This is an optimization exercise on Yosys and OpenROAD, whose aim is small area, a short achievable clock period and few clock cycles per item, not a production implementation. Function was not checked in any run shown here: the RTL went through the layout flow alone. Power and IR drop assume default switching activity.

### design/flow/flow/run.sh
#!/bin/bash
# The standard layout (the standard.sh, standard synthesis unchanged), with
#  - every input and output port buffered by the smallest buffer (buf_1)
#    instead of the tool's default pick; the resizer still upsizes any port
#    buffer that needs more drive;
#  - repair_timing asked for a setup margin of 7.5 ns, so that it keeps
#    sizing and buffering paths until they are 7.5 ns inside the 11 ns clock.
# The SDC (clock period, I/O delays, loads) is the standard flow's, unchanged.
set -euo pipefail
export BUFFER_PORTS_ARGS="-buffer_cell sky130_fd_sc_hd__buf_1"
export SETUP_SLACK_MARGIN=7.5
bash standard.sh > make.log 2>&1
### design/flow/standard.sh
#!/bin/bash
# synth_recipe.tcl (not shown) runs the flow's synth.tcl, then flattens the netlist and writes it again
# the make line also repeats each setting of config.mk as NAME=value (left out here)
make -C /OpenROAD-flow-scripts/flow DESIGN_CONFIG=/design/flow/config.mk WORK_HOME=/design/flow/orfs CLKGATE_MAP_FILE= SYNTH_SCRIPT=/design/flow/synth_recipe.tcl "${@:-finish}"
### design/flow/config.mk
export PLATFORM = sky130hd
export DESIGN_NAME = softmax_normalizer
export DESIGN_NICKNAME = softmax_normalizer
export VERILOG_FILES = /design/flow/design.v
export SDC_FILE = /design/flow/constraint.sdc
export NUM_CORES = 4
export LEC_CHECK = 0
export ABC_CLOCK_PERIOD_IN_PS = 3000
export CAP_MARGIN = 20
export CELL_PAD_IN_SITES_DETAIL_PLACEMENT = 1
export CORE_MARGIN = 2
export CORE_UTILIZATION = 40
export CTS_BUF_LIST = sky130_fd_sc_hd__clkbuf_16
export CTS_CLUSTER_DIAMETER = 80
export CTS_CLUSTER_SIZE = 30
export PLACE_DENSITY = 0.45
export SLEW_MARGIN = 20
### design/flow/constraint.sdc
create_clock -name core_clock -period 11.0 [get_ports {i_clk}]
set_input_delay 2.2000 -clock core_clock [delete_from_list [all_inputs] [get_ports {i_clk}]]
set_output_delay 2.2000 -clock core_clock [all_outputs]
set_load 0.01 [all_outputs]
### design/flow/design.v
package softmax_pkg;
    typedef enum logic [1:0] {
        ST_IDLE     = 2'd0,
        ST_WAIT_SUM = 2'd1,
        ST_DIV      = 2'd2,
        ST_SCALE    = 2'd3
    } state_e;
    localparam int unsigned IN_FRAC    = 12;
    localparam int unsigned SUM_FRAC   = 26;
    localparam int unsigned RECIP_FRAC = 16;
    localparam int unsigned OUT_FRAC   = 15;
    localparam int unsigned PROD_SHIFT = IN_FRAC + RECIP_FRAC - OUT_FRAC;
    localparam int unsigned SAT_EXP    = 10;
    localparam int unsigned SAT_THRESH = 1 << SAT_EXP;
endpackage
module recip_divider
#(
    parameter int unsigned SUM_W   = 32,
    parameter int unsigned RECIP_W = 32
) (
    input  logic               i_clk,
    input  logic               i_rst_n,
    input  logic               i_start,
    input  logic [SUM_W-1:0]   i_sum,
    input  logic               i_take,
    input  logic               i_abort,
    output logic               o_free,
    output logic               o_ready,
    output logic [RECIP_W-1:0] o_recip,
    output logic               o_sat
);
    logic        norm_q;      
    logic        run_q;       
    logic [31:0] div_q;
    logic [31:0] rem_q;
    logic [32:0] quot_q;
    logic        sat_q;
    logic        sat_n;
    logic [32:0] pfx;         
    logic [31:0] hsb;         
    logic [31:0] rem_init;
    logic [32:0] quot_init;
    logic [32:0] trial;
    logic [32:0] diff;
    logic        ge;
    always_comb begin
        sat_n = (div_q[31:11] == '0) && (!div_q[10] || (div_q[9:0] == '0));
        pfx[32] = 1'b0;
        for (int i = 31; i >= 0; i--) pfx[i] = pfx[i+1] | div_q[i];
        for (int i = 0; i < 32; i++) hsb[i] = div_q[i] & ~pfx[i+1];
        rem_init = '0;
        for (int i = 10; i < 31; i++) rem_init[i] = hsb[i+1];
        rem_init[10] = rem_init[10] | ~pfx[11];
        quot_init = '0;
        for (int i = 0; i <= 20; i++) quot_init[i] = hsb[i+11];
        quot_init[0] = quot_init[0] | ~pfx[11];
        trial = {rem_q, 1'b0};
        diff  = trial - {1'b0, div_q};
        ge    = ~diff[32];
    end
    always_ff @(posedge i_clk or negedge i_rst_n) begin
        if (!i_rst_n) begin
            norm_q <= 1'b0;
            run_q  <= 1'b0;
        end else begin
            norm_q <= i_start;
            if (i_abort) begin
                norm_q <= 1'b0;
                run_q  <= 1'b0;
            end else if (norm_q)
                run_q <= 1'b1;
            else if (i_take)
                run_q <= 1'b0;
        end
    end
    always_ff @(posedge i_clk) begin
        if (!norm_q && !run_q)
            div_q <= i_sum;
        rem_q <= norm_q ? rem_init : (ge ? diff[31:0] : trial[31:0]);
        if (norm_q) begin
            quot_q <= sat_n ? {1'b1, 32'hFFFF_FFFF} : quot_init;
            sat_q  <= sat_n;
        end else if (!quot_q[32]) begin
            quot_q <= {quot_q[31:0], ge};
        end
    end
    assign o_free  = !norm_q && !run_q;
    assign o_ready = run_q && quot_q[32];
    assign o_recip = quot_q[31:0];
    assign o_sat   = sat_q;
endmodule
module softmax_normalizer
#(
    parameter int unsigned N             = 32,
    parameter int unsigned IN_BIT_WIDTH  = 16,
    parameter int unsigned SUM_BIT_WIDTH = 32,
    parameter int unsigned RECIP_W       = 32,
    parameter int unsigned OUT_BIT_WIDTH = 16
) (
    input  logic                        i_clk,
    input  logic                        i_rst_n,
    input  logic                        i_vec_valid,
    output logic                        o_vec_ready,
    input  logic [IN_BIT_WIDTH*N-1:0]   i_data,
    input  logic                        i_sum_valid,
    input  logic [SUM_BIT_WIDTH-1:0]    i_sum,
    output logic                        o_valid,
    input  logic                        i_ready,
    output logic [OUT_BIT_WIDTH-1:0]    o_prob,
    output logic [$clog2(N)-1:0]        o_idx,
    output logic                        o_last,
    output logic                        o_busy,
    output logic                        o_recip_sat
);
    localparam int unsigned IDX_W = $clog2(N);
    logic [IN_BIT_WIDTH-1:0] xb_q [N];
    localparam int unsigned NG = 4;         
    localparam int unsigned GS = N / NG;
    logic [NG-1:0]           gfull_q;       
    logic                    full_q;        
    logic                    xb_new_q;      
    logic [IDX_W-1:0]        rd_q;          
    logic                    vready_q;      
    logic                    full_d, sk_v_d;
    logic                    accept;
    logic [7:0]              xa1_q;         
    logic [6:0]              xa2_q, xa3_q;
    logic                    xa_v_q;
    logic                    xa_wait_q;     
    logic [28:0]             cs0_q, cs1_q;
    logic [5:0]              cs_ovf_q;      
    logic                    cs_hi_q;       
    logic                    cs_rs_q;       
    logic                    cs_v_q;
    logic [OUT_BIT_WIDTH-1:0] prob_q, sk_prob_q;
    logic                    out_rs_q, sk_rs_q;
    logic                    out_v_q, sk_v_q;
    logic [IDX_W-1:0]        idx_q;
    logic [1:0]              nvec_q;
    logic                    last_q;        
    logic                    busy_q;        
    logic [RECIP_W-1:0]      r_q;           
    logic [RECIP_W+1:0]      r3_q;          
    logic                    rs_q;
    logic                    r_next_q;      
    logic                    stall, push, xfer, xfer_last, out_take;
    logic                    cs_free, xa_go, xa_free;
    logic                    rd_go, byp_go, new0, r_load, has_r;
    logic [IN_BIT_WIDTH-1:0] rd_data, xa_raw;
    logic [7:0]              xa1_d;
    logic [6:0]              xa2_d, xa3_d;
    logic [28:0]             row0, row1;
    logic [5:0]              povf;
    logic                    phi;
    logic [OUT_BIT_WIDTH-1:0] prob_n;
    logic                    offer_q;       
    logic                    pend_q;        
    logic                    sum_offer, sum_later, abort;
    logic                    div_start, div_free, div_ready;
    logic [RECIP_W-1:0]      div_recip;
    logic                    div_sat;
    assign accept      = i_vec_valid & vready_q;
    assign o_vec_ready = vready_q;
    assign sum_offer = i_vec_valid & i_sum_valid & ~offer_q;
    assign sum_later = pend_q & i_sum_valid;
    assign div_start = div_free & (sum_offer | sum_later);
    assign abort     = accept & offer_q & ~i_sum_valid;
    recip_divider #(
        .SUM_W   (SUM_BIT_WIDTH),
        .RECIP_W (RECIP_W)
    ) u_div (
        .i_clk   (i_clk),
        .i_rst_n (i_rst_n),
        .i_start (div_start),
        .i_sum   (i_sum),
        .i_take  (r_load),
        .i_abort (abort),
        .o_free  (div_free),
        .o_ready (div_ready),
        .o_recip (div_recip),
        .o_sat   (div_sat)
    );
    always_comb begin
        stall     = out_v_q & sk_v_q;
        push      = cs_v_q & ~stall;
        cs_free   = ~cs_v_q | ~stall;
        xa_go     = xa_v_q & ~xa_wait_q & cs_free;
        xa_free   = ~xa_v_q | xa_go;
        rd_go     = full_q & xa_free;
        byp_go    = accept;
        new0      = accept;
        r_load    = div_ready & (~full_q | xb_new_q) & (xa_free | xa_wait_q);
        has_r     = ~abort & (r_next_q | r_load);
        full_d    = accept | (full_q & ~(rd_go & (rd_q == IDX_W'(N - 1))));
        sk_v_d    = push ? (out_v_q & (~i_ready | sk_v_q)) : (sk_v_q & ~i_ready);
        xfer      = out_v_q & i_ready;
        xfer_last = xfer & last_q;
        out_take  = ~out_v_q | i_ready;
        rd_data = xb_q[rd_q];
        xa_raw  = full_q ? rd_data : i_data[IN_BIT_WIDTH-1:0];
        for (int i = 0; i < 7; i++) begin
            xa1_d[i] = ~xa_raw[15] &  xa_raw[2*i] & ~xa_raw[2*i+1];
            xa2_d[i] = ~xa_raw[15] & ~xa_raw[2*i] &  xa_raw[2*i+1];
            xa3_d[i] = ~xa_raw[15] &  xa_raw[2*i] &  xa_raw[2*i+1];
        end
        xa1_d[7] = ~xa_raw[15] & xa_raw[14];
    end
    softmax_mul_s1 u_s1 (
        .i_s1   (xa1_q),
        .i_s2   (xa2_q),
        .i_s3   (xa3_q),
        .i_r    (r_q),
        .i_r3   (r3_q),
        .o_row0 (row0),
        .o_row1 (row1),
        .o_ovf  (povf),
        .o_sat  (phi)
    );
    softmax_mul_s2 u_s2 (
        .i_row0 (cs0_q),
        .i_row1 (cs1_q),
        .i_ovf  (cs_ovf_q),
        .i_sat  (cs_hi_q),
        .o_prob (prob_n)
    );
    always_ff @(posedge i_clk) begin
        for (int i = 1; i < int'(N); i++)
            if (~gfull_q[i / GS])
                xb_q[i] <= i_data[i*IN_BIT_WIDTH +: IN_BIT_WIDTH];
        if (xa_free) begin
            xa1_q <= xa1_d;
            xa2_q <= xa2_d;
            xa3_q <= xa3_d;
        end
        if (r_load) begin
            r_q  <= div_recip;
            r3_q <= {2'b00, div_recip} + {1'b0, div_recip, 1'b0};
            rs_q <= div_sat;
        end
        if (cs_free) begin
            cs0_q    <= row0;
            cs1_q    <= row1;
            cs_ovf_q <= povf;
            cs_hi_q  <= phi;
            cs_rs_q  <= rs_q;
        end
        if (push) begin
            sk_prob_q <= prob_n;
            sk_rs_q   <= cs_rs_q;
        end
        if (out_take) begin
            prob_q   <= sk_v_q ? sk_prob_q : prob_n;
            out_rs_q <= sk_v_q ? sk_rs_q : cs_rs_q;
        end
        if (~full_q)
            rd_q <= IDX_W'(1);
        else if (rd_go)
            rd_q <= rd_q + 1'b1;
    end
    always_ff @(posedge i_clk or negedge i_rst_n) begin
        if (!i_rst_n) begin
            full_q    <= 1'b0;
            gfull_q   <= '0;
            vready_q  <= 1'b1;
            xb_new_q  <= 1'b0;
            xa_v_q    <= 1'b0;
            xa_wait_q <= 1'b0;
            r_next_q  <= 1'b0;
            cs_v_q    <= 1'b0;
            out_v_q   <= 1'b0;
            sk_v_q    <= 1'b0;
            idx_q     <= '0;
            last_q    <= 1'b0;
            nvec_q    <= '0;
            busy_q    <= 1'b0;
            offer_q   <= 1'b0;
            pend_q    <= 1'b0;
        end else begin
            full_q   <= full_d;
            vready_q <= ~full_d & ~sk_v_d;
            if (accept) begin
                gfull_q  <= '1;
            end else if (rd_go) begin
                for (int g = 0; g < int'(NG); g++)
                    if (rd_q == IDX_W'(g*GS + GS - 1))
                        gfull_q[g] <= 1'b0;
            end
            if (accept)
                xb_new_q <= ~has_r;
            else if (r_load)
                xb_new_q <= 1'b0;
            if (xa_free)
                xa_v_q <= rd_go | byp_go;
            if (new0) begin
                xa_wait_q <= ~has_r;
                r_next_q  <= 1'b0;
            end else if (r_load) begin
                if (xa_wait_q)
                    xa_wait_q <= 1'b0;
                else
                    r_next_q  <= 1'b1;
            end
            if (cs_free)
                cs_v_q <= xa_go;
            if (out_take)
                out_v_q <= sk_v_q | push;
            sk_v_q <= sk_v_d;
            if (xfer) begin
                idx_q  <= idx_q + 1'b1;
                last_q <= (idx_q == IDX_W'(N - 2));
            end
            nvec_q <= nvec_q + {1'b0, accept} - {1'b0, xfer_last};
            busy_q <= (nvec_q + {1'b0, accept} - {1'b0, xfer_last}) != 2'd0;
            if (accept)
                offer_q <= 1'b0;
            else if (div_start && sum_offer)
                offer_q <= 1'b1;
            if (accept)
                pend_q <= ~i_sum_valid;
            else if (sum_later)
                pend_q <= 1'b0;
        end
    end
    assign o_valid     = out_v_q;
    assign o_prob      = prob_q;
    assign o_idx       = idx_q;
    assign o_last      = last_q;
    assign o_busy      = busy_q;
    assign o_recip_sat = out_rs_q;
endmodule
module softmax_mul_s1 (
    input  logic [7:0]  i_s1,     
    input  logic [6:0]  i_s2,     
    input  logic [6:0]  i_s3,     
    input  logic [31:0] i_r,
    input  logic [33:0] i_r3,     
    output logic [28:0] o_row0,
    output logic [28:0] o_row1,
    output logic [5:0]  o_ovf,   
    output logic        o_sat    
);
    logic [33:0] r1, r2;
    logic [33:0] h1, h2, h3;    
    logic [33:0] v [8];
    logic [28:0] pp0;
    logic [26:0] pp1;
    logic [24:0] pp2;
    logic [22:0] pp3;
    logic [20:0] pp4;
    logic [18:0] pp5;
    logic [16:0] pp6;
    logic [14:0] pp7;
    logic        hi;
    always_comb begin
        r1 = {2'b00, i_r};
        r2 = {1'b0, i_r, 1'b0};
        for (int i = 0; i < 8; i++)
            v[i] = (r1 & {34{i_s1[i]}})
                 | (i < 7 ? (r2 & {34{i_s2[i < 7 ? i : 0]}}) | (i_r3 & {34{i_s3[i < 7 ? i : 0]}}) : 34'd0);
        h1 = '0; h2 = '0; h3 = '0;
        h1[29] = |r1[33:29]; h2[29] = |r2[33:29]; h3[29] = |i_r3[33:29];
        h1[27] = |r1[33:27]; h2[27] = |r2[33:27]; h3[27] = |i_r3[33:27];
        h1[25] = |r1[33:25]; h2[25] = |r2[33:25]; h3[25] = |i_r3[33:25];
        h1[23] = |r1[33:23]; h2[23] = |r2[33:23]; h3[23] = |i_r3[33:23];
        h1[21] = |r1[33:21]; h2[21] = |r2[33:21]; h3[21] = |i_r3[33:21];
        h1[19] = |r1[33:19]; h2[19] = |r2[33:19]; h3[19] = |i_r3[33:19];
        h1[17] = |r1[33:17]; h2[17] = |r2[33:17]; h3[17] = |i_r3[33:17];
        h1[15] = |r1[33:15]; h2[15] = |r2[33:15]; h3[15] = |i_r3[33:15];
    end
    assign hi = |{(i_s1[0] & h1[29]), (i_s2[0] & h2[29]), (i_s3[0] & h3[29]), (i_s1[1] & h1[27]), (i_s2[1] & h2[27]), (i_s3[1] & h3[27]), (i_s1[2] & h1[25]), (i_s2[2] & h2[25]), (i_s3[2] & h3[25]), (i_s1[3] & h1[23]), (i_s2[3] & h2[23]), (i_s3[3] & h3[23]), (i_s1[4] & h1[21]), (i_s2[4] & h2[21]), (i_s3[4] & h3[21]), (i_s1[5] & h1[19]), (i_s2[5] & h2[19]), (i_s3[5] & h3[19]), (i_s1[6] & h1[17]), (i_s2[6] & h2[17]), (i_s3[6] & h3[17]), (i_s1[7] & h1[15])};
    assign pp0 = v[0][28:0];
    assign pp1 = v[1][26:0];
    assign pp2 = v[2][24:0];
    assign pp3 = v[3][22:0];
    assign pp4 = v[4][20:0];
    assign pp5 = v[5][18:0];
    assign pp6 = v[6][16:0];
    assign pp7 = v[7][14:0];
    wire hs1 = pp0[12] ^ pp1[10];
    wire hc2 = pp0[12] & pp1[10];
    wire fs3 = pp0[13] ^ pp1[11] ^ pp2[9];
    wire fc4 = (pp0[13] & pp1[11]) | (pp0[13] & pp2[9]) | (pp1[11] & pp2[9]);
    wire fs5 = pp0[14] ^ pp1[12] ^ pp2[10];
    wire fc6 = (pp0[14] & pp1[12]) | (pp0[14] & pp2[10]) | (pp1[12] & pp2[10]);
    wire hs7 = pp3[8] ^ pp4[6];
    wire hc8 = pp3[8] & pp4[6];
    wire fs9 = pp0[15] ^ pp1[13] ^ pp2[11];
    wire fc10 = (pp0[15] & pp1[13]) | (pp0[15] & pp2[11]) | (pp1[13] & pp2[11]);
    wire fs11 = pp3[9] ^ pp4[7] ^ pp5[5];
    wire fc12 = (pp3[9] & pp4[7]) | (pp3[9] & pp5[5]) | (pp4[7] & pp5[5]);
    wire fs13 = pp0[16] ^ pp1[14] ^ pp2[12];
    wire fc14 = (pp0[16] & pp1[14]) | (pp0[16] & pp2[12]) | (pp1[14] & pp2[12]);
    wire fs15 = pp3[10] ^ pp4[8] ^ pp5[6];
    wire fc16 = (pp3[10] & pp4[8]) | (pp3[10] & pp5[6]) | (pp4[8] & pp5[6]);
    wire fs17 = pp0[17] ^ pp1[15] ^ pp2[13];
    wire fc18 = (pp0[17] & pp1[15]) | (pp0[17] & pp2[13]) | (pp1[15] & pp2[13]);
    wire fs19 = pp3[11] ^ pp4[9] ^ pp5[7];
    wire fc20 = (pp3[11] & pp4[9]) | (pp3[11] & pp5[7]) | (pp4[9] & pp5[7]);
    wire fs21 = pp0[18] ^ pp1[16] ^ pp2[14];
    wire fc22 = (pp0[18] & pp1[16]) | (pp0[18] & pp2[14]) | (pp1[16] & pp2[14]);
    wire fs23 = pp3[12] ^ pp4[10] ^ pp5[8];
    wire fc24 = (pp3[12] & pp4[10]) | (pp3[12] & pp5[8]) | (pp4[10] & pp5[8]);
    wire fs25 = pp0[19] ^ pp1[17] ^ pp2[15];
    wire fc26 = (pp0[19] & pp1[17]) | (pp0[19] & pp2[15]) | (pp1[17] & pp2[15]);
    wire fs27 = pp3[13] ^ pp4[11] ^ pp5[9];
    wire fc28 = (pp3[13] & pp4[11]) | (pp3[13] & pp5[9]) | (pp4[11] & pp5[9]);
    wire fs29 = pp0[20] ^ pp1[18] ^ pp2[16];
    wire fc30 = (pp0[20] & pp1[18]) | (pp0[20] & pp2[16]) | (pp1[18] & pp2[16]);
    wire fs31 = pp3[14] ^ pp4[12] ^ pp5[10];
    wire fc32 = (pp3[14] & pp4[12]) | (pp3[14] & pp5[10]) | (pp4[12] & pp5[10]);
    wire fs33 = pp0[21] ^ pp1[19] ^ pp2[17];
    wire fc34 = (pp0[21] & pp1[19]) | (pp0[21] & pp2[17]) | (pp1[19] & pp2[17]);
    wire fs35 = pp3[15] ^ pp4[13] ^ pp5[11];
    wire fc36 = (pp3[15] & pp4[13]) | (pp3[15] & pp5[11]) | (pp4[13] & pp5[11]);
    wire fs37 = pp0[22] ^ pp1[20] ^ pp2[18];
    wire fc38 = (pp0[22] & pp1[20]) | (pp0[22] & pp2[18]) | (pp1[20] & pp2[18]);
    wire fs39 = pp3[16] ^ pp4[14] ^ pp5[12];
    wire fc40 = (pp3[16] & pp4[14]) | (pp3[16] & pp5[12]) | (pp4[14] & pp5[12]);
    wire fs41 = pp0[23] ^ pp1[21] ^ pp2[19];
    wire fc42 = (pp0[23] & pp1[21]) | (pp0[23] & pp2[19]) | (pp1[21] & pp2[19]);
    wire fs43 = pp3[17] ^ pp4[15] ^ pp5[13];
    wire fc44 = (pp3[17] & pp4[15]) | (pp3[17] & pp5[13]) | (pp4[15] & pp5[13]);
    wire fs45 = pp0[24] ^ pp1[22] ^ pp2[20];
    wire fc46 = (pp0[24] & pp1[22]) | (pp0[24] & pp2[20]) | (pp1[22] & pp2[20]);
    wire fs47 = pp3[18] ^ pp4[16] ^ pp5[14];
    wire fc48 = (pp3[18] & pp4[16]) | (pp3[18] & pp5[14]) | (pp4[16] & pp5[14]);
    wire fs49 = pp0[25] ^ pp1[23] ^ pp2[21];
    wire fc50 = (pp0[25] & pp1[23]) | (pp0[25] & pp2[21]) | (pp1[23] & pp2[21]);
    wire fs51 = pp3[19] ^ pp4[17] ^ pp5[15];
    wire fc52 = (pp3[19] & pp4[17]) | (pp3[19] & pp5[15]) | (pp4[17] & pp5[15]);
    wire fs53 = pp0[26] ^ pp1[24] ^ pp2[22];
    wire fc54 = (pp0[26] & pp1[24]) | (pp0[26] & pp2[22]) | (pp1[24] & pp2[22]);
    wire fs55 = pp3[20] ^ pp4[18] ^ pp5[16];
    wire fc56 = (pp3[20] & pp4[18]) | (pp3[20] & pp5[16]) | (pp4[18] & pp5[16]);
    wire fs57 = pp0[27] ^ pp1[25] ^ pp2[23];
    wire fc58 = (pp0[27] & pp1[25]) | (pp0[27] & pp2[23]) | (pp1[25] & pp2[23]);
    wire fs59 = pp3[21] ^ pp4[19] ^ pp5[17];
    wire fc60 = (pp3[21] & pp4[19]) | (pp3[21] & pp5[17]) | (pp4[19] & pp5[17]);
    wire fs61 = pp0[28] ^ pp1[26] ^ pp2[24];
    wire fc62 = (pp0[28] & pp1[26]) | (pp0[28] & pp2[24]) | (pp1[26] & pp2[24]);
    wire fs63 = pp3[22] ^ pp4[20] ^ pp5[18];
    wire fc64 = (pp3[22] & pp4[20]) | (pp3[22] & pp5[18]) | (pp4[20] & pp5[18]);
    wire hs65 = pp0[8] ^ pp1[6];
    wire hc66 = pp0[8] & pp1[6];
    wire fs67 = pp0[9] ^ pp1[7] ^ pp2[5];
    wire fc68 = (pp0[9] & pp1[7]) | (pp0[9] & pp2[5]) | (pp1[7] & pp2[5]);
    wire fs69 = pp0[10] ^ pp1[8] ^ pp2[6];
    wire fc70 = (pp0[10] & pp1[8]) | (pp0[10] & pp2[6]) | (pp1[8] & pp2[6]);
    wire hs71 = pp3[4] ^ pp4[2];
    wire hc72 = pp3[4] & pp4[2];
    wire fs73 = pp0[11] ^ pp1[9] ^ pp2[7];
    wire fc74 = (pp0[11] & pp1[9]) | (pp0[11] & pp2[7]) | (pp1[9] & pp2[7]);
    wire fs75 = pp3[5] ^ pp4[3] ^ pp5[1];
    wire fc76 = (pp3[5] & pp4[3]) | (pp3[5] & pp5[1]) | (pp4[3] & pp5[1]);
    wire fs77 = hs1 ^ pp2[8] ^ pp3[6];
    wire fc78 = (hs1 & pp2[8]) | (hs1 & pp3[6]) | (pp2[8] & pp3[6]);
    wire fs79 = pp4[4] ^ pp5[2] ^ pp6[0];
    wire fc80 = (pp4[4] & pp5[2]) | (pp4[4] & pp6[0]) | (pp5[2] & pp6[0]);
    wire fs81 = hc2 ^ fs3 ^ pp3[7];
    wire fc82 = (hc2 & fs3) | (hc2 & pp3[7]) | (fs3 & pp3[7]);
    wire fs83 = pp4[5] ^ pp5[3] ^ pp6[1];
    wire fc84 = (pp4[5] & pp5[3]) | (pp4[5] & pp6[1]) | (pp5[3] & pp6[1]);
    wire fs85 = fc4 ^ fs5 ^ hs7;
    wire fc86 = (fc4 & fs5) | (fc4 & hs7) | (fs5 & hs7);
    wire fs87 = pp5[4] ^ pp6[2] ^ pp7[0];
    wire fc88 = (pp5[4] & pp6[2]) | (pp5[4] & pp7[0]) | (pp6[2] & pp7[0]);
    wire fs89 = fc6 ^ hc8 ^ fs9;
    wire fc90 = (fc6 & hc8) | (fc6 & fs9) | (hc8 & fs9);
    wire fs91 = fs11 ^ pp6[3] ^ pp7[1];
    wire fc92 = (fs11 & pp6[3]) | (fs11 & pp7[1]) | (pp6[3] & pp7[1]);
    wire fs93 = fc10 ^ fc12 ^ fs13;
    wire fc94 = (fc10 & fc12) | (fc10 & fs13) | (fc12 & fs13);
    wire fs95 = fs15 ^ pp6[4] ^ pp7[2];
    wire fc96 = (fs15 & pp6[4]) | (fs15 & pp7[2]) | (pp6[4] & pp7[2]);
    wire fs97 = fc14 ^ fc16 ^ fs17;
    wire fc98 = (fc14 & fc16) | (fc14 & fs17) | (fc16 & fs17);
    wire fs99 = fs19 ^ pp6[5] ^ pp7[3];
    wire fc100 = (fs19 & pp6[5]) | (fs19 & pp7[3]) | (pp6[5] & pp7[3]);
    wire fs101 = fc18 ^ fc20 ^ fs21;
    wire fc102 = (fc18 & fc20) | (fc18 & fs21) | (fc20 & fs21);
    wire fs103 = fs23 ^ pp6[6] ^ pp7[4];
    wire fc104 = (fs23 & pp6[6]) | (fs23 & pp7[4]) | (pp6[6] & pp7[4]);
    wire fs105 = fc22 ^ fc24 ^ fs25;
    wire fc106 = (fc22 & fc24) | (fc22 & fs25) | (fc24 & fs25);
    wire fs107 = fs27 ^ pp6[7] ^ pp7[5];
    wire fc108 = (fs27 & pp6[7]) | (fs27 & pp7[5]) | (pp6[7] & pp7[5]);
    wire fs109 = fc26 ^ fc28 ^ fs29;
    wire fc110 = (fc26 & fc28) | (fc26 & fs29) | (fc28 & fs29);
    wire fs111 = fs31 ^ pp6[8] ^ pp7[6];
    wire fc112 = (fs31 & pp6[8]) | (fs31 & pp7[6]) | (pp6[8] & pp7[6]);
    wire fs113 = fc30 ^ fc32 ^ fs33;
    wire fc114 = (fc30 & fc32) | (fc30 & fs33) | (fc32 & fs33);
    wire fs115 = fs35 ^ pp6[9] ^ pp7[7];
    wire fc116 = (fs35 & pp6[9]) | (fs35 & pp7[7]) | (pp6[9] & pp7[7]);
    wire fs117 = fc34 ^ fc36 ^ fs37;
    wire fc118 = (fc34 & fc36) | (fc34 & fs37) | (fc36 & fs37);
    wire fs119 = fs39 ^ pp6[10] ^ pp7[8];
    wire fc120 = (fs39 & pp6[10]) | (fs39 & pp7[8]) | (pp6[10] & pp7[8]);
    wire fs121 = fc38 ^ fc40 ^ fs41;
    wire fc122 = (fc38 & fc40) | (fc38 & fs41) | (fc40 & fs41);
    wire fs123 = fs43 ^ pp6[11] ^ pp7[9];
    wire fc124 = (fs43 & pp6[11]) | (fs43 & pp7[9]) | (pp6[11] & pp7[9]);
    wire fs125 = fc42 ^ fc44 ^ fs45;
    wire fc126 = (fc42 & fc44) | (fc42 & fs45) | (fc44 & fs45);
    wire fs127 = fs47 ^ pp6[12] ^ pp7[10];
    wire fc128 = (fs47 & pp6[12]) | (fs47 & pp7[10]) | (pp6[12] & pp7[10]);
    wire fs129 = fc46 ^ fc48 ^ fs49;
    wire fc130 = (fc46 & fc48) | (fc46 & fs49) | (fc48 & fs49);
    wire fs131 = fs51 ^ pp6[13] ^ pp7[11];
    wire fc132 = (fs51 & pp6[13]) | (fs51 & pp7[11]) | (pp6[13] & pp7[11]);
    wire fs133 = fc50 ^ fc52 ^ fs53;
    wire fc134 = (fc50 & fc52) | (fc50 & fs53) | (fc52 & fs53);
    wire fs135 = fs55 ^ pp6[14] ^ pp7[12];
    wire fc136 = (fs55 & pp6[14]) | (fs55 & pp7[12]) | (pp6[14] & pp7[12]);
    wire fs137 = fc54 ^ fc56 ^ fs57;
    wire fc138 = (fc54 & fc56) | (fc54 & fs57) | (fc56 & fs57);
    wire fs139 = fs59 ^ pp6[15] ^ pp7[13];
    wire fc140 = (fs59 & pp6[15]) | (fs59 & pp7[13]) | (pp6[15] & pp7[13]);
    wire fs141 = fc58 ^ fc60 ^ fs61;
    wire fc142 = (fc58 & fc60) | (fc58 & fs61) | (fc60 & fs61);
    wire fs143 = fs63 ^ pp6[16] ^ pp7[14];
    wire fc144 = (fs63 & pp6[16]) | (fs63 & pp7[14]) | (pp6[16] & pp7[14]);
    wire hs145 = pp0[6] ^ pp1[4];
    wire hc146 = pp0[6] & pp1[4];
    wire fs147 = pp0[7] ^ pp1[5] ^ pp2[3];
    wire fc148 = (pp0[7] & pp1[5]) | (pp0[7] & pp2[3]) | (pp1[5] & pp2[3]);
    wire fs149 = hs65 ^ pp2[4] ^ pp3[2];
    wire fc150 = (hs65 & pp2[4]) | (hs65 & pp3[2]) | (pp2[4] & pp3[2]);
    wire fs151 = hc66 ^ fs67 ^ pp3[3];
    wire fc152 = (hc66 & fs67) | (hc66 & pp3[3]) | (fs67 & pp3[3]);
    wire fs153 = fc68 ^ fs69 ^ hs71;
    wire fc154 = (fc68 & fs69) | (fc68 & hs71) | (fs69 & hs71);
    wire fs155 = fc70 ^ hc72 ^ fs73;
    wire fc156 = (fc70 & hc72) | (fc70 & fs73) | (hc72 & fs73);
    wire fs157 = fc74 ^ fc76 ^ fs77;
    wire fc158 = (fc74 & fc76) | (fc74 & fs77) | (fc76 & fs77);
    wire fs159 = fc78 ^ fc80 ^ fs81;
    wire fc160 = (fc78 & fc80) | (fc78 & fs81) | (fc80 & fs81);
    wire fs161 = fc82 ^ fc84 ^ fs85;
    wire fc162 = (fc82 & fc84) | (fc82 & fs85) | (fc84 & fs85);
    wire fs163 = fc86 ^ fc88 ^ fs89;
    wire fc164 = (fc86 & fc88) | (fc86 & fs89) | (fc88 & fs89);
    wire fs165 = fc90 ^ fc92 ^ fs93;
    wire fc166 = (fc90 & fc92) | (fc90 & fs93) | (fc92 & fs93);
    wire fs167 = fc94 ^ fc96 ^ fs97;
    wire fc168 = (fc94 & fc96) | (fc94 & fs97) | (fc96 & fs97);
    wire fs169 = fc98 ^ fc100 ^ fs101;
    wire fc170 = (fc98 & fc100) | (fc98 & fs101) | (fc100 & fs101);
    wire fs171 = fc102 ^ fc104 ^ fs105;
    wire fc172 = (fc102 & fc104) | (fc102 & fs105) | (fc104 & fs105);
    wire fs173 = fc106 ^ fc108 ^ fs109;
    wire fc174 = (fc106 & fc108) | (fc106 & fs109) | (fc108 & fs109);
    wire fs175 = fc110 ^ fc112 ^ fs113;
    wire fc176 = (fc110 & fc112) | (fc110 & fs113) | (fc112 & fs113);
    wire fs177 = fc114 ^ fc116 ^ fs117;
    wire fc178 = (fc114 & fc116) | (fc114 & fs117) | (fc116 & fs117);
    wire fs179 = fc118 ^ fc120 ^ fs121;
    wire fc180 = (fc118 & fc120) | (fc118 & fs121) | (fc120 & fs121);
    wire fs181 = fc122 ^ fc124 ^ fs125;
    wire fc182 = (fc122 & fc124) | (fc122 & fs125) | (fc124 & fs125);
    wire fs183 = fc126 ^ fc128 ^ fs129;
    wire fc184 = (fc126 & fc128) | (fc126 & fs129) | (fc128 & fs129);
    wire fs185 = fc130 ^ fc132 ^ fs133;
    wire fc186 = (fc130 & fc132) | (fc130 & fs133) | (fc132 & fs133);
    wire fs187 = fc134 ^ fc136 ^ fs137;
    wire fc188 = (fc134 & fc136) | (fc134 & fs137) | (fc136 & fs137);
    wire fs189 = fc138 ^ fc140 ^ fs141;
    wire fc190 = (fc138 & fc140) | (fc138 & fs141) | (fc140 & fs141);
    wire hs191 = pp0[4] ^ pp1[2];
    wire hc192 = pp0[4] & pp1[2];
    wire fs193 = pp0[5] ^ pp1[3] ^ pp2[1];
    wire fc194 = (pp0[5] & pp1[3]) | (pp0[5] & pp2[1]) | (pp1[3] & pp2[1]);
    wire fs195 = hs145 ^ pp2[2] ^ pp3[0];
    wire fc196 = (hs145 & pp2[2]) | (hs145 & pp3[0]) | (pp2[2] & pp3[0]);
    wire fs197 = hc146 ^ fs147 ^ pp3[1];
    wire fc198 = (hc146 & fs147) | (hc146 & pp3[1]) | (fs147 & pp3[1]);
    wire fs199 = fc148 ^ fs149 ^ pp4[0];
    wire fc200 = (fc148 & fs149) | (fc148 & pp4[0]) | (fs149 & pp4[0]);
    wire fs201 = fc150 ^ fs151 ^ pp4[1];
    wire fc202 = (fc150 & fs151) | (fc150 & pp4[1]) | (fs151 & pp4[1]);
    wire fs203 = fc152 ^ fs153 ^ pp5[0];
    wire fc204 = (fc152 & fs153) | (fc152 & pp5[0]) | (fs153 & pp5[0]);
    wire fs205 = fc154 ^ fs155 ^ fs75;
    wire fc206 = (fc154 & fs155) | (fc154 & fs75) | (fs155 & fs75);
    wire fs207 = fc156 ^ fs157 ^ fs79;
    wire fc208 = (fc156 & fs157) | (fc156 & fs79) | (fs157 & fs79);
    wire fs209 = fc158 ^ fs159 ^ fs83;
    wire fc210 = (fc158 & fs159) | (fc158 & fs83) | (fs159 & fs83);
    wire fs211 = fc160 ^ fs161 ^ fs87;
    wire fc212 = (fc160 & fs161) | (fc160 & fs87) | (fs161 & fs87);
    wire fs213 = fc162 ^ fs163 ^ fs91;
    wire fc214 = (fc162 & fs163) | (fc162 & fs91) | (fs163 & fs91);
    wire fs215 = fc164 ^ fs165 ^ fs95;
    wire fc216 = (fc164 & fs165) | (fc164 & fs95) | (fs165 & fs95);
    wire fs217 = fc166 ^ fs167 ^ fs99;
    wire fc218 = (fc166 & fs167) | (fc166 & fs99) | (fs167 & fs99);
    wire fs219 = fc168 ^ fs169 ^ fs103;
    wire fc220 = (fc168 & fs169) | (fc168 & fs103) | (fs169 & fs103);
    wire fs221 = fc170 ^ fs171 ^ fs107;
    wire fc222 = (fc170 & fs171) | (fc170 & fs107) | (fs171 & fs107);
    wire fs223 = fc172 ^ fs173 ^ fs111;
    wire fc224 = (fc172 & fs173) | (fc172 & fs111) | (fs173 & fs111);
    wire fs225 = fc174 ^ fs175 ^ fs115;
    wire fc226 = (fc174 & fs175) | (fc174 & fs115) | (fs175 & fs115);
    wire fs227 = fc176 ^ fs177 ^ fs119;
    wire fc228 = (fc176 & fs177) | (fc176 & fs119) | (fs177 & fs119);
    wire fs229 = fc178 ^ fs179 ^ fs123;
    wire fc230 = (fc178 & fs179) | (fc178 & fs123) | (fs179 & fs123);
    wire fs231 = fc180 ^ fs181 ^ fs127;
    wire fc232 = (fc180 & fs181) | (fc180 & fs127) | (fs181 & fs127);
    wire fs233 = fc182 ^ fs183 ^ fs131;
    wire fc234 = (fc182 & fs183) | (fc182 & fs131) | (fs183 & fs131);
    wire fs235 = fc184 ^ fs185 ^ fs135;
    wire fc236 = (fc184 & fs185) | (fc184 & fs135) | (fs185 & fs135);
    wire fs237 = fc186 ^ fs187 ^ fs139;
    wire fc238 = (fc186 & fs187) | (fc186 & fs139) | (fs187 & fs139);
    wire fs239 = fc188 ^ fs189 ^ fs143;
    wire fc240 = (fc188 & fs189) | (fc188 & fs143) | (fs189 & fs143);
    assign o_row0 = {fc238, fc236, fc234, fc232, fc230, fc228, fc226, fc224, fc222, fc220, fc218, fc216, fc214, fc212, fc210, fc208, fc206, fc204, fc202, fc200, fc198, fc196, fc194, hc192, hs191, pp0[3], pp0[2], pp0[1], pp0[0]};
    assign o_row1 = {fs239, fs237, fs235, fs233, fs231, fs229, fs227, fs225, fs223, fs221, fs219, fs217, fs215, fs213, fs211, fs209, fs207, fs205, fs203, fs201, fs199, fs197, fs195, fs193, pp2[0], pp1[1], pp1[0], 1'b0, 1'b0};
    assign o_ovf = {fc62, fc64, fc142, fc144, fc190, fc240};
    assign o_sat = hi;
endmodule
module softmax_mul_s2 (
    input  logic [28:0] i_row0,
    input  logic [28:0] i_row1,
    input  logic [5:0]  i_ovf,
    input  logic        i_sat,
    output logic [15:0] o_prob
);
    logic [28:0] a, b;
    logic [29:0] s;
    logic sat;
    assign a = {i_row0[28], i_row0[27], i_row0[26], i_row0[25], i_row0[24], i_row0[23], i_row0[22], i_row0[21], i_row0[20], i_row0[19], i_row0[18], i_row0[17], i_row0[16], i_row0[15], i_row0[14], i_row0[13], i_row0[12], i_row0[11], i_row0[10], i_row0[9], i_row0[8], i_row0[7], i_row0[6], i_row0[5], i_row0[4], i_row0[3], i_row0[2], i_row0[1], i_row0[0]};
    assign b = {i_row1[28], i_row1[27], i_row1[26], i_row1[25], i_row1[24], i_row1[23], i_row1[22], i_row1[21], i_row1[20], i_row1[19], i_row1[18], i_row1[17], i_row1[16], i_row1[15], i_row1[14], i_row1[13], i_row1[12], i_row1[11], i_row1[10], i_row1[9], i_row1[8], i_row1[7], i_row1[6], i_row1[5], i_row1[4], i_row1[3], i_row1[2], 1'b0, 1'b0};
    assign s = {1'b0, a} + {1'b0, b};
    assign sat = i_sat | (|i_ovf) | s[29];
    assign o_prob = sat ? 16'hFFFF : s[28:13];
endmodule
==> results of run 1 <==
## layout by cell type, fill, tap and decap left out, drive strengths merged, types with 18 or more instances in the layout
master,n
edfxtp,745
buf,736
inv,266
a222oi,165
nand2,165
fa,116
ha,106
a21oi,102
a22oi,101
nor2,97
nand3,71
o21ai,71
a221oi,52
xnor2,50
clkbuf,48
a22o,44
nand4,43
a21o,38
dfxtp,38
and3,37
nor3,29
mux2,27
nand2b,25
nor2b,24
dfrtp,24
o21a,20
xor2,19
or4,19
a31oi,18
## power by group through the flow
stage | combinational [mW] | sequential [mW] | clock [mW]
final | 8.84 | 5.48 | 2.02
after global routing | 9.90 | 5.55 | 2.15
after CTS | 8.47 | 5.47 | 2.07
after detailed placement | 7.78 | 5.79 | 0
after global placement | 7.55 | 5.76 | 0
after floorplan | 5.46 | 5.30 | 0
## logic make-up (layout without fill, tap and decap cells)
kind of cell / count (synthesis) / in the layout / share of synthesized area [%]
flops: 808 / 808 / 61.2
compound gates: 749 / 749 / 15.1
simple gates: 583 / 584 / 7.61
buf+inv: 417 / 1071 / 4.09
fa+ha+maj: 222 / 222 / 9.40
xor+xnor: 69 / 69 / 1.56
mux: 37 / 37 / 1.07
other cells: 0 / 13 / 0
## repair_timing
item	in CTS	in global routing
setup buffers	73	43
pin swaps	12	57
cloned	0	2
hold endpoints to repair	0	0
gates resized for setup	70	85
setup endpoints to repair	95	80
## stage by stage
| step | worst slack (ns) | instances | utilization [%] | cell area, um2 | hold slack (ns) |
|---|---|---|---|---|---|
| after floorplan | 7.51 | 2885 | - | 38800 | 0.400 |
| after global placement | 6.52 | 4616 | 43.9 | 42400 | 0.408 |
| after detailed placement | 6.49 | 4617 | 43.9 | 42400 | 0.406 |
| after CTS | 7.43 | 4769 | 46.7 | 45000 | 0.430 |
| after global routing | 7.37 | 4826 | 47.4 | 45700 | 0.433 |
| final | 7.47 | 4829 | 47.4 | 45700 | 0.429 |
## worst paths after layout
check / start / to / slack [ns] / cells past startpoint
max: vready_q$_DFF_PN1_ / o_vec_ready / 7.47 / 1
min: u_div.sat_q$_DFFE_PP_ / rs_q$_DFFE_PP_ / 0.43 / 0
max reg2reg: u_div.quot_q[13]$_DFFE_PP_ / r3_q[30]$_DFFE_PP_ / 7.47 / 11
min reg2reg: u_div.sat_q$_DFFE_PP_ / rs_q$_DFFE_PP_ / 0.43 / 0
max in group asynchronous: i_rst_n / full_q$_DFF_PN0_ / 8.93 / 1
min in group asynchronous: i_rst_n / out_v_q$_DFFE_PN0P_ / 1.56 / 1
## layer usage
metal,vias to the layer above,wire [um]
li1,12549,-
met4,30,6330
met5,-,204
met2,1403,73500
met1,15024,63800
met3,271,12600
## flip-flops by register name, indices dropped and copies added (netlist names), 6 cells and up
name,count
xa3_q,7
u_div.rem_q,32
cs0_q,27
xa2_q,7
sk_prob_q,16
u_div.quot_q,33
u_div.div_q,32
cs_ovf_q,6
xb_q,496
xa1_q,8
r3_q,33
prob_q,16
cs1_q,27
r_q,32
## area by class of cell
class	instances	area share, %
Multi-Input combinational cell	1661	30.7
Tap cell	1276	3.49
Clock buffer	44	2.41
Antenna cell	13	0.0711
Inverter	252	2.11
Sequential cell	808	52.0
Timing Repair Buffer	740	8.26
Clock inverter	35	0.974
==> summary.txt, run 1 <==
Pwr
  • Int Pwr: 9.19 mW
  • Logic pwr share: 54.1%
  • Net switching power: 7.15 mW
  • Total power: 16.3 mW
  • Peak supply drop: 0.177 mV
  • Switch share: 43.8%
  • Pwr dens: 357 mW/mm2
  • LEAKAGE: 16.2 nW
  • Sequential Power Share: 33.5%
  • Clock power share: 12.4%

Critical path
  • Critical path class: flip-flop to output pin
  • Crit-path max cell delay: 0.55 ns
  • Crit Path Max Fanout: 2
  • Worst-path cell chain: buf_6
  • Sum of buffers and inverters on the critical path: 1
  • Crit start category: flip-flop
  • Crit path max-delay family: flip-flops
  • Required @ worst endpoint: 8.80 ns
  • Crit. End Element: output pin
  • Slowest library cell on the worst path: dfstp_2
  • Arrival @ worst endpoint: 1.33 ns

Clock tree
  • CTS Buffer Depth: 3
  • Cts hold-fix bufs: 0
  • Clock transition at path regs: 0.09 ns
  • Clock Latency Late Sink: 0.69 ns
  • CTS tree: built
  • CTS root buf: clkbuf_16
  • Sink Count: 808
  • Cts bufs inserted: 44
  • H-Tree Depth: 2

GRT
  • Total GRT Usage: 30.9%
  • Largest net degree at the start of global routing: 87
  • First-pass GRT wire length: 221000 um
  • GR Overflow Total: 0
  • Vias in the first global route: 30.4k
  • GR Util met2: 50.3%
  • Initial antenna violation count: 34
  • Met1 Use GR: 41.0%
  • Met3 usage: 5.94%
  • Global-route layer with the greatest usage: met2

Synth
  • Post-synth top flop: edfxtp_1
  • Netlist cell types: 82
  • Syn nets: 3656
  • Seq cells post-synth: 808
  • Synth top area share: 57.6%
  • Post-Syn Area: 0.0388 mm2
  • Top cell type by total area after synthesis: edfxtp_1
  • Post-Syn Instances: 2885
  • Post-synth top cells: edfxtp_1, inv_1, a222oi_1, nand2_1, clkbuf_1
  • Synth top area cells: edfxtp_1, fa_1, a222oi_1, ha_1, inv_1
  • Post-synthesis sequential area ratio: 61.2%
  • Most common cell in the netlist: edfxtp_1
  • Async SR Flop Fraction: 3.09%
  • Number of flops mapped to enable cells by yosys: 745
  • Avg Cell Area, Syn: 13.5 um2
  • Ys Warns: 21

STA
  • RSZ-0062 raised after global routing: true
  • Period utilization: 32.1%
  • Slew @ Worst Pin: 1.28 ns
  • Slew Viols, Final: 0
  • Final Hold Vio Count: 0
  • Setup violations, final: 0
  • Top achievable clock speed: 0.283 GHz
  • Worst rel slew slack: 14.4%
  • Post-layout min period: 3.53 ns
  • Clk_skew: 0.0541 ns
  • Setup TNS: 0 ns

Routing
  • Routed Antenna Nets: 0
  • WL/cell: 32.4 um
  • Number of remaining DRC errors: 0
  • Initial DRC count: 3969
  • Vias per Instance: 6.06
  • Pre-antenna DRT Iters: 13
  • Routed WL: 156000 um
  • Via count: 29.3k

Place
  • IO buf count: 574
  • DP HPWL: 116000 um
  • GP Congestion: 0.943

Cells and area
  • Share of cells above drive strength 1: 11.7%
  • Register area: 0.0238 mm2
  • Layout area overhead: 17.8%
  • Nets: 4278
  • Multi-input logic area: 0.0141 mm2
  • Fill cells: 10.1k

Floorplan
  • Die Ht: 316 um
  • Die X-Extent: 316 um
  • Site row count: 114
  • Die area: 0.0996 mm2
  • Total core area: 0.0964 mm2
  • I/O pins: 575
  • Initial core utilization: 40.3%

Status
  • Status: complete, no violations

Run
  • Max Cap Violations: 0

Worst hold path
  • Worst min path class: flip-flop to flip-flop
==> run 2, diff against run 1 <==
--- a/design/flow/config.mk
+++ b/design/flow/config.mk
@@ -7,2 +7,3 @@
 export LEC_CHECK = 0
+export ABC_AREA = 1
 export ABC_CLOCK_PERIOD_IN_PS = 3000
@@ -12,5 +13,2 @@
 export CORE_UTILIZATION = 40
-export CTS_BUF_LIST = sky130_fd_sc_hd__clkbuf_16
-export CTS_CLUSTER_DIAMETER = 80
-export CTS_CLUSTER_SIZE = 30
 export PLACE_DENSITY = 0.45
==> run 2 against run 1 <==
Effect of this change: still clean; fmax fell by 2.6%; first-iteration DRC count fell by 30%; sequential share of layout area fell by 5.3 points; synthesized area rose by 11%; critical path depth did not move; worst hold slack improved by 0.013 ns; final cell count rose by 39%; total power rose by 13%; clock power rose by 58%; non-clock buffer count fell by 56; count of clock-buffer cells in the layout rose by 69; flip-flop and latch count did not move.
==> summary.txt, run 2 <==
Status
  • Status: complete, no violations (unchanged)

GRT
  • Vias in the first global route: 36.1k (was 30.4k)
  • Initial antenna violation count: 67 (was 34)
  • GR Overflow Total: 0 (unchanged)
  • First-pass GRT wire length: 243000 um (was 221000 um)
  • Largest net degree at the start of global routing: 81 (was 87)
  • Total GRT Usage: 30.0% (was 30.9%)

Pwr
  • Logic pwr share: 52.5% (was 54.1%)
  • Sequential Power Share: 30.2% (was 33.5%)
  • Switch share: 45.4% (was 43.8%)
  • Peak supply drop: 0.176 mV (was 0.177 mV)
  • Pwr dens: 361 mW/mm2 (was 357 mW/mm2)
  • LEAKAGE: 21.7 nW (was 16.2 nW)
  • Net switching power: 8.36 mW (was 7.15 mW)
  • Clock power share: 17.3% (was 12.4%)
  • Int Pwr: 10.1 mW (was 9.19 mW)

STA
  • Slew @ Worst Pin: 1.12 ns (was 1.28 ns)
  • Period utilization: 32.9% (was 32.1%)
  • Slew Viols, Final: 0 (unchanged)
  • Final Hold Vio Count: 0 (unchanged)
  • Clk_skew: 0.0469 ns (was 0.0541 ns)
  • Setup violations, final: 0 (unchanged)
  • Setup TNS: 0 ns (unchanged)
  • Worst rel slew slack: 25.0% (was 14.4%)
  • RSZ-0062 raised after global routing: true (unchanged)
  • Top achievable clock speed: 0.276 GHz (was 0.283 GHz)
  • Post-layout min period: 3.62 ns (was 3.53 ns)

Routing
  • Met1 Wirelength: 73300 um (was 63800 um)
  • Vias per Instance: 5.32 (was 6.06)
  • Top Metal Used: met5 (unchanged)
  • WL met2: 81100 um (was 73500 um)
  • Routed WL: 171000 um (was 156000 um)
  • Pre-antenna DRT Iters: 9 (was 13)
  • Number of remaining DRC errors: 0 (unchanged)
  • Via count: 35.8k (was 29.3k)
  • Routed Antenna Nets: 0 (unchanged)
  • WL/cell: 25.4 um (was 32.4 um)
  • Initial DRC count: 2792 (was 3969)
  • Met3 Wirelength: 10200 um (was 12600 um)

Critical path
  • Worst-path cell chain: buf_6 (unchanged)
  • Setup crit start: vready_q$_DFF_PN1_ (unchanged)
  • Crit start category: flip-flop (unchanged)
  • RR Startpoint: xa3_q[1]$_DFFE_PN_ (was u_div.quot_q[13]$_DFFE_PP_)
  • Slowest library cell on the worst path: dfstp_2 (unchanged)
  • Crit Path Max Fanout: 2 (unchanged)
  • Crit path max-delay family: flip-flops (unchanged)
  • Crit-path max cell delay: 0.61 ns (was 0.55 ns)
  • Arrival @ worst endpoint: 1.42 ns (was 1.33 ns)
  • Critical path class: flip-flop to output pin (unchanged)
  • Required @ worst endpoint: 8.80 ns (about the same)
  • Crit. End Element: output pin (unchanged)
  • Sum of buffers and inverters on the critical path: 1 (unchanged)

Cells and area
  • Finished Layout Cells: 6722 (was 4829)
  • Layout area overhead: 18.1% (was 17.8%)
  • Fill cells: 12.4k (was 10.1k)
  • Most frequent cells in the layout: nand2_1, edfxtp_1, buf_1, inv_1, nor2_1 (was edfxtp_1, buf_1, inv_1, a222oi_1, nand2_1)
  • Share of cells above drive strength 1: 6.71% (was 11.7%)
  • Most common cell after layout, fill and taps aside: nand2_1 (was edfxtp_1)
  • Nets: 5969 (was 4278)
  • Most flops, register: xb_q (unchanged)
  • Largest regs: xb_q: 496 flops, r3_q: 33 flops, u_div.quot_q: 33 flops (unchanged)
  • Max reg flops: 496 (unchanged)

Synth
  • Syn nets: 5338 (was 3656)
  • Seq cells post-synth: 808 (unchanged)
  • Post-synth top flop: edfxtp_1 (unchanged)
  • Number of flops mapped to enable cells by yosys: 745 (unchanged)
  • Ys Warns: 21 (unchanged)
  • Post-synth top cells: nand2_1, edfxtp_1, inv_1 (was edfxtp_1, inv_1, a222oi_1, nand2_1, clkbuf_1)
  • Synth top area cells: edfxtp_1, nand2_1, fa_1, inv_1, nor2_1 (was edfxtp_1, fa_1, a222oi_1, ha_1, inv_1)
  • Avg Cell Area, Syn: 9.44 um2 (was 13.5 um2)
  • Post-Syn Instances: 4567 (was 2885)
  • Async SR Flop Fraction: 3.09% (unchanged)
  • Top cell type by total area after synthesis: edfxtp_1 (unchanged)
  • Post-synthesis sequential area ratio: 55.1% (was 61.2%)
  • Synth top area share: 51.9% (was 57.6%)
  • Post-Syn Area: 0.0431 mm2 (was 0.0388 mm2)
  • Netlist cell types: 55 (was 82)
  • Most common cell in the netlist: nand2_1 (was edfxtp_1)

Floorplan
  • Site row count: 120 (was 114)
  • Die X-Extent: 332 um (was 316 um)
  • I/O pins: 575 (unchanged)
  • Die area: 0.110 mm2 (was 0.0996 mm2)
  • Initial core utilization: 40.3% (about the same)
  • Die Ht: 332 um (was 316 um)
  • Total core area: 0.107 mm2 (was 0.0964 mm2)

Run
  • Max Cap Violations: 0 (unchanged)

Clock tree
  • Clock Latency Late Sink: 0.70 ns (was 0.69 ns)
  • CTS root buf: clkbuf_16 (unchanged)
  • Cts bufs inserted: 93 (was 44)
  • H-Tree Depth: 3 (was 2)
  • Sink Count: 808 (unchanged)
  • Clock transition at path regs: 0.06 ns (was 0.09 ns)
  • CTS tree: built (unchanged)
  • CTS Buffer Depth: 3 (unchanged)

Place
  • GP Congestion: 0.906 (was 0.943)
  • DP HPWL: 129000 um (was 116000 um)
  • Placed insts: 6436 (was 4617)
  • IO buf count: 574 (unchanged)

Worst hold path
  • Hold_sp: u_div.sat_q$_DFFE_PP_ (unchanged)
  • Worst min path class: flip-flop to flip-flop (unchanged)
==> run 2: changes by cell type after synthesis, moves of 34 or more <==
cell,delta
a222oi_1,-165
clkbuf_1,-56
inv_1,+298
a221oi_1,-52
a21oi_1,+121
a22oi_1,-101
nand3_1,+203
nor2_1,+314
nand2_1,+1240
a22o_1,+63
and3_1,-34
nand4_1,+68
==> run 2: kinds of logic after synthesis <==
kind of cell | synth area share (%)
buffers and inverters | 6.45
adders and majority gates | 8.46
AOI/OAI and AO/OA | 6.65
DFF | 55.1
and+or+nand+nor | 22.4
xor gates and xnor gates | 0.995
==> run 2: power by group through the flow <==
stage                     Combinational [mW]  Clock [mW]  Sequential (mW)
after floorplan                         6.23           0             5.37
after global placement                  9.03           0             5.62
after detailed placement                9.31           0             5.63
after CTS                               9.45        3.24             5.55
after global routing                    10.9        3.35             5.63
final                                   9.66        3.19             5.55
==> run 2: worst paths after layout <==
check / end / depth (start not counted) / slack, ns
max in group asynchronous: busy_q$_DFF_PN0_ / 1 / 8.85
setup reg to reg: cs1_q[20]$_DFFE_PN_ / 12 / 7.58
setup / recovery: o_vec_ready / 1 / 7.38
hold / removal: rs_q$_DFFE_PP_ / 0 / 0.44
min in group asynchronous: idx_q[4]$_DFFE_PN0P_ / 1 / 1.59
hold reg to reg: rs_q$_DFFE_PP_ / 0 / 0.44
==> run 2: worst reg2reg max path, delay by kind of cell, from the launching register on <==
kind                     cells  cell delay [ns]
buffers and inverters        6             0.55
flip-flops                   1             0.40
adder cells (fa/ha/maj)      4             2.04
AO/OA/AOI/OAI                2             0.21
==> run 2: metrics by stage <==
step	setup slack, ns	hold WS [ns]	utilization, %	instance area [um2]	power [mW]
after floorplan	7.51	0.400	-	43100	11.6
after global placement	7.24	0.432	43.7	46700	14.6
after detailed placement	7.13	0.434	43.7	46700	14.9
after CTS	7.33	0.449	46.8	50100	18.2
after global routing	7.33	0.453	47.6	50900	19.9
final	7.38	0.442	47.6	50900	18.4
==> run 2: final cells by class <==
cell class,instances,area [um2],share of cell area [%]
flip-flops and latches,808,23800,46.7
multi-input cells,3049,16700,32.8
repair buffers,684,3350,6.57
clock buffers,113,2420,4.76
inverters,562,2140,4.21
well taps,1403,1760,3.45
clock inverters,59,677,1.33
diodes,44,110,0.216
==> run 2: per-layer routing <==
layer / vias to the layer above / GRT usage, %
li1: 16517 / -
met1: 17851 / 40.1
met2: 1098 / 49.3
met3: 267 / 4.97
met4: 38 / 10.8
met5: - / 0
==> run 2: timing repair <==
action                                  CTS  global route
endpoints found under the setup margin   54            58
gates resized for setup                  25            44
hold buffers                              0             0
cloned                                    1             7
pin swaps                                 1            14
buffers inserted                         17            43
==> run 3, diff against run 2 <==
--- a/design/flow/config.mk
+++ b/design/flow/config.mk
@@ -7,3 +7,2 @@
 export LEC_CHECK = 0
-export ABC_AREA = 1
 export ABC_CLOCK_PERIOD_IN_PS = 3000
@@ -13,2 +12,5 @@
 export CORE_UTILIZATION = 40
+export CTS_BUF_LIST = sky130_fd_sc_hd__clkbuf_16
+export CTS_CLUSTER_DIAMETER = 60
+export CTS_CLUSTER_SIZE = 25
 export PLACE_DENSITY = 0.45
==> run 3 against run 2 <==
Effect of this change: still clean; global-route usage rose by 0.93 points; clock power fell by 3%; fmax rose by 2.1%; sequential share of layout area rose by 3.8 points; count of clock-buffer cells in the layout fell by 30; synthesized area fell by 10%; setup slack improved by 0.074 ns; synthesized cell count fell by 37%; worst hold slack got worse by 0.015 ns; critical endpoint is now cs1_q[25]$_DFFE_PN_.
==> summary.txt, run 3 <==
STA
  • Clk_skew: 0.0405 ns (was 0.0469 ns)
  • RSZ-0062 raised after global routing: true (unchanged)
  • Setup TNS: 0 ns (unchanged)
  • Top achievable clock speed: 0.282 GHz (was 0.276 GHz)
  • Final Hold Vio Count: 0 (unchanged)
  • Period utilization: 32.3% (was 32.9%)
  • Slew Viols, Final: 0 (unchanged)
  • Setup violations, final: 0 (unchanged)
  • Post-layout min period: 3.55 ns (was 3.62 ns)
  • Setup WS post-layout: 7.45 ns (was 7.38 ns)
  • Slew @ Worst Pin: 1.23 ns (was 1.12 ns)
  • Worst rel slew slack: 18.0% (was 25.0%)

Pwr
  • Peak supply drop: 0.195 mV (was 0.176 mV)
  • Pwr dens: 368 mW/mm2 (was 361 mW/mm2)
  • LEAKAGE: 16.9 nW (was 21.7 nW)

Synth
  • Async SR Flop Fraction: 3.09% (unchanged)
  • Avg Cell Area, Syn: 13.5 um2 (was 9.44 um2)
  • Synth top area share: 57.6% (was 51.9%)
  • Post-synth top cells: edfxtp_1, inv_1, a222oi_1, nand2_1, clkbuf_1 (was nand2_1, edfxtp_1, inv_1)
  • Netlist cell types: 82 (was 55)
  • Post-synthesis sequential area ratio: 61.2% (was 55.1%)
  • Synth top area cells: edfxtp_1, fa_1, a222oi_1, ha_1, inv_1 (was edfxtp_1, nand2_1, fa_1, inv_1, nor2_1)
  • Ys Warns: 21 (unchanged)
  • Syn nets: 3656 (was 5338)
  • Post-synth top flop: edfxtp_1 (unchanged)
  • Top cell type by total area after synthesis: edfxtp_1 (unchanged)
  • Post-Syn Instances: 2885 (was 4567)
  • Seq cells post-synth: 808 (unchanged)
  • Post-Syn Area: 0.0388 mm2 (was 0.0431 mm2)
  • Number of flops mapped to enable cells by yosys: 745 (unchanged)
  • Most common cell in the netlist: edfxtp_1 (was nand2_1)

Critical path
  • Crit Path Max Fanout: 6 (was 2)
  • Required @ worst endpoint: 11.39 ns (was 8.80 ns)
  • R2r setup slk: 7.45 ns (was 7.58 ns)
  • Reg2reg end: cs1_q[25]$_DFFE_PN_ (was cs1_q[20]$_DFFE_PN_)
  • Critical path class: flip-flop to flip-flop (was flip-flop to output pin)
  • R2r worst-path depth: 10 (was 12)
  • Crit. End Element: flip-flop (was output pin)
  • Arrival @ worst endpoint: 3.94 ns (was 1.42 ns)
  • Crit start category: flip-flop (unchanged)
  • RR Startpoint: xa1_q[0]$_DFFE_PN_ (was xa3_q[1]$_DFFE_PN_)

Place
  • Place WS: 6.49 ns (was 7.13 ns)
  • Placed insts: 4617 (was 6436)
  • DP HPWL: 116000 um (was 129000 um)
  • IO buf count: 574 (unchanged)
  • GP Congestion: 0.943 (was 0.906)
  • Area after DPL: 0.0424 mm2 (was 0.0467 mm2)

Floorplan
  • Site row count: 114 (was 120)
  • Initial core utilization: 40.3% (about the same)
  • Die X-Extent: 316 um (was 332 um)
  • Die Ht: 316 um (was 332 um)
  • Total core area: 0.0964 mm2 (was 0.107 mm2)
  • I/O pins: 575 (unchanged)
  • Die area: 0.0996 mm2 (was 0.110 mm2)

Clock tree
  • H-Tree Depth: 3 (unchanged)
  • CTS tree: built (unchanged)
  • Cts hold-fix bufs: 0 (unchanged)
  • Cts bufs inserted: 81 (was 93)
  • Clock transition at path regs: 0.08 ns (was 0.06 ns)
  • CTS root buf: clkbuf_16 (unchanged)
  • CTS Buffer Depth: 3 (unchanged)
  • Clock Latency Late Sink: 0.68 ns (was 0.70 ns)
  • Sink Count: 808 (unchanged)

Run
  • Max Cap Violations: 0 (unchanged)

GRT
  • First-pass GRT wire length: 221000 um (was 243000 um)
  • Total GRT Usage: 30.9% (was 30.0%)
  • Largest net degree at the start of global routing: 87 (was 81)
  • GR Overflow Total: 0 (unchanged)
  • Vias in the first global route: 30.7k (was 36.1k)
  • Initial antenna violation count: 37 (was 67)

Status
  • Status: complete, no violations (unchanged)

Cells and area
  • Most frequent cells in the layout: edfxtp_1, buf_1, inv_1, a222oi_1, nand2_1 (was nand2_1, edfxtp_1, buf_1, inv_1, nor2_1)
  • Fill cells: 10.0k (was 12.4k)
  • Final Core Density: 48.9% (was 47.6%)
  • Finished Cell Area: 0.0471 mm2 (was 0.0509 mm2)
  • Max reg flops: 496 (unchanged)
  • Most flops, register: xb_q (unchanged)
  • Largest regs: xb_q: 496 flops, r3_q: 33 flops, u_div.quot_q: 33 flops (unchanged)
  • Finished Layout Cells: 4894 (was 6722)
  • Layout area overhead: 21.4% (was 18.1%)
  • Nets: 4308 (was 5969)
  • Most common cell after layout, fill and taps aside: edfxtp_1 (was nand2_1)
  • Share of cells above drive strength 1: 12.9% (was 6.71%)

Routing
  • Vias per Instance: 6.05 (was 5.32)
  • WL/cell: 32.1 um (was 25.4 um)
  • Number of remaining DRC errors: 0 (unchanged)
  • Pre-antenna DRT Iters: 14 (was 9)
  • Via count: 29.6k (was 35.8k)
  • Routed WL: 157000 um (was 171000 um)
  • Initial DRC count: 3826 (was 2792)
  • Routed Antenna Nets: 0 (unchanged)

Worst hold path
  • Hold EP: rs_q$_DFFE_PP_ (unchanged)
  • Hold_sp: u_div.sat_q$_DFFE_PP_ (unchanged)
  • Hold depth: 0 (unchanged)
  • Worst min path class: flip-flop to flip-flop (unchanged)
[run 3: changes by cell type after synthesis, sizes merged, moves of 63 or more]
| cell | before | now |
|---|---|---|
| a21oi | 221 | 102 |
| nor2 | 433 | 97 |
| a22o | 107 | 44 |
| inv | 558 | 252 |
| nand3 | 279 | 71 |
| a222oi | 0 | 165 |
| nand4 | 110 | 43 |
| nand2 | 1417 | 165 |
| a22oi | 0 | 101 |
[run 3: worst max path at each step]
stage	startpoint	endpoint	depth (start not counted)
after floorplan	sk_v_q$_DFF_PN0_	r3_q[10]$_DFFE_PP_	6
final	xa1_q[0]$_DFFE_PN_	cs1_q[25]$_DFFE_PN_	10
after global routing	xa1_q[0]$_DFFE_PN_	cs1_q[13]$_DFFE_PN_	9
after CTS	vready_q$_DFF_PN1_	o_vec_ready	1
after global placement	rd_q[0]$_SDFFE_PN1P_	xa1_q[2]$_DFFE_PN_	10
after detailed placement	rd_q[0]$_SDFFE_PN1P_	xa1_q[2]$_DFFE_PN_	10
[run 3: worst max-delay path, stage by stage, from the launching register on]
cell,delay (ns)
edfxtp_1,0.46
buf_12,0.18
buf_2,0.17
a222oi_1,0.52
fa_1,0.52
inv_1,0.09
fa_1,0.39
inv_1,0.09
fa_1,0.38
inv_1,0.08
fa_1,0.40
[run 3: final cells by class]
class / count / area (um2) / share of cell area (%)
Sequential cell: 808 / 23800 / 50.4
Timing Repair Buffer: 731 / 3640 / 7.73
Clock buffer: 83 / 2080 / 4.41
Inverter: 252 / 963 / 2.04
Multi-Input combinational cell: 1663 / 14100 / 30.0
Clock inverter: 67 / 937 / 1.99
Tap cell: 1276 / 1600 / 3.39
Antenna cell: 14 / 35.0 / 0.0743
[run 3: cell families after synthesis]
logic type      count (synthesis)  synth area share [%]
compound gates                749                  15.1
xor+xnor                       69                  1.56
fa+ha+maj                     222                  9.40
buf+inv                       417                  4.09
flops                         808                  61.2
mux                            37                  1.07
simple gates                  583                  7.61
[run 3: stage by stage]
stage,hold slack [ns],total power [mW]
floorplan,0.400,10.8
finish,0.426,17.3
detailed placement,0.406,13.6
global route,0.430,18.6
global placement,0.408,13.3
CTS,0.426,17.1
[run 3: what timing repair did]
item / in CTS / in global routing
pin swaps: 6 / 34
resized for setup: 72 / 66
cloned: 0 / 3
setup buffers: 59 / 51
setup endpoints to repair: 94 / 136
[run 3: where the power goes]
group | leakage (nW) | internal, mW | switching, mW
Sequential | 7.52 | 4.94 | 0.551
Clock | 1.46 | 1.62 | 1.47
Combinational | 7.88 | 3.34 | 5.42
Total | 16.9 | 9.89 | 7.44
[run 3: per-layer routing]
metal | up-vias | wire length (um) | track usage, %
met2 | 1452 | 73200 | 50.0
met1 | 15163 | 64600 | 41.1
met3 | 304 | 12700 | 6.04
met5 | - | 205 | 0
met4 | 30 | 6350 | 12.1
li1 | 12667 | - | -

==> port drivers added, routing unchanged <==
No port has a modelled driver above. Below, the same layouts with a new extraction and two added sets of constraints. Step 1 sets driving cells, clkbuf_16 on the clock port and buf_2 on the other inputs (assumed; they add their load-dependent delay and slew). Step 2, shift: input delay + t, output delay - t, t = (earliest + latest rising clock arrival at the registers) / 2. This alone moves slack from input paths to output paths. a / b / c = no drivers / after step 1 / after step 2; a / b = the first two.
| run | shift t [ns] | setup slack, ns | worst setup path after step 2 | cell pins on the clock port's net |
|---|---|---|---|---|
| run 1 | 0.734 | 7.470 / 7.402 / 7.131 | input to register | 1 |
| run 2 | 0.745 | 7.376 / 7.305 / 7.113 | input to register | 1 |
| run 3 | 0.738 | 7.450 / 7.397 / 7.113 | input to register | 1 |
After both steps every run listed still meets setup and hold. For run 1, which loses most, drivers alone change the setup slack by -0.068 ns; drivers and shift together by -0.339 ns.
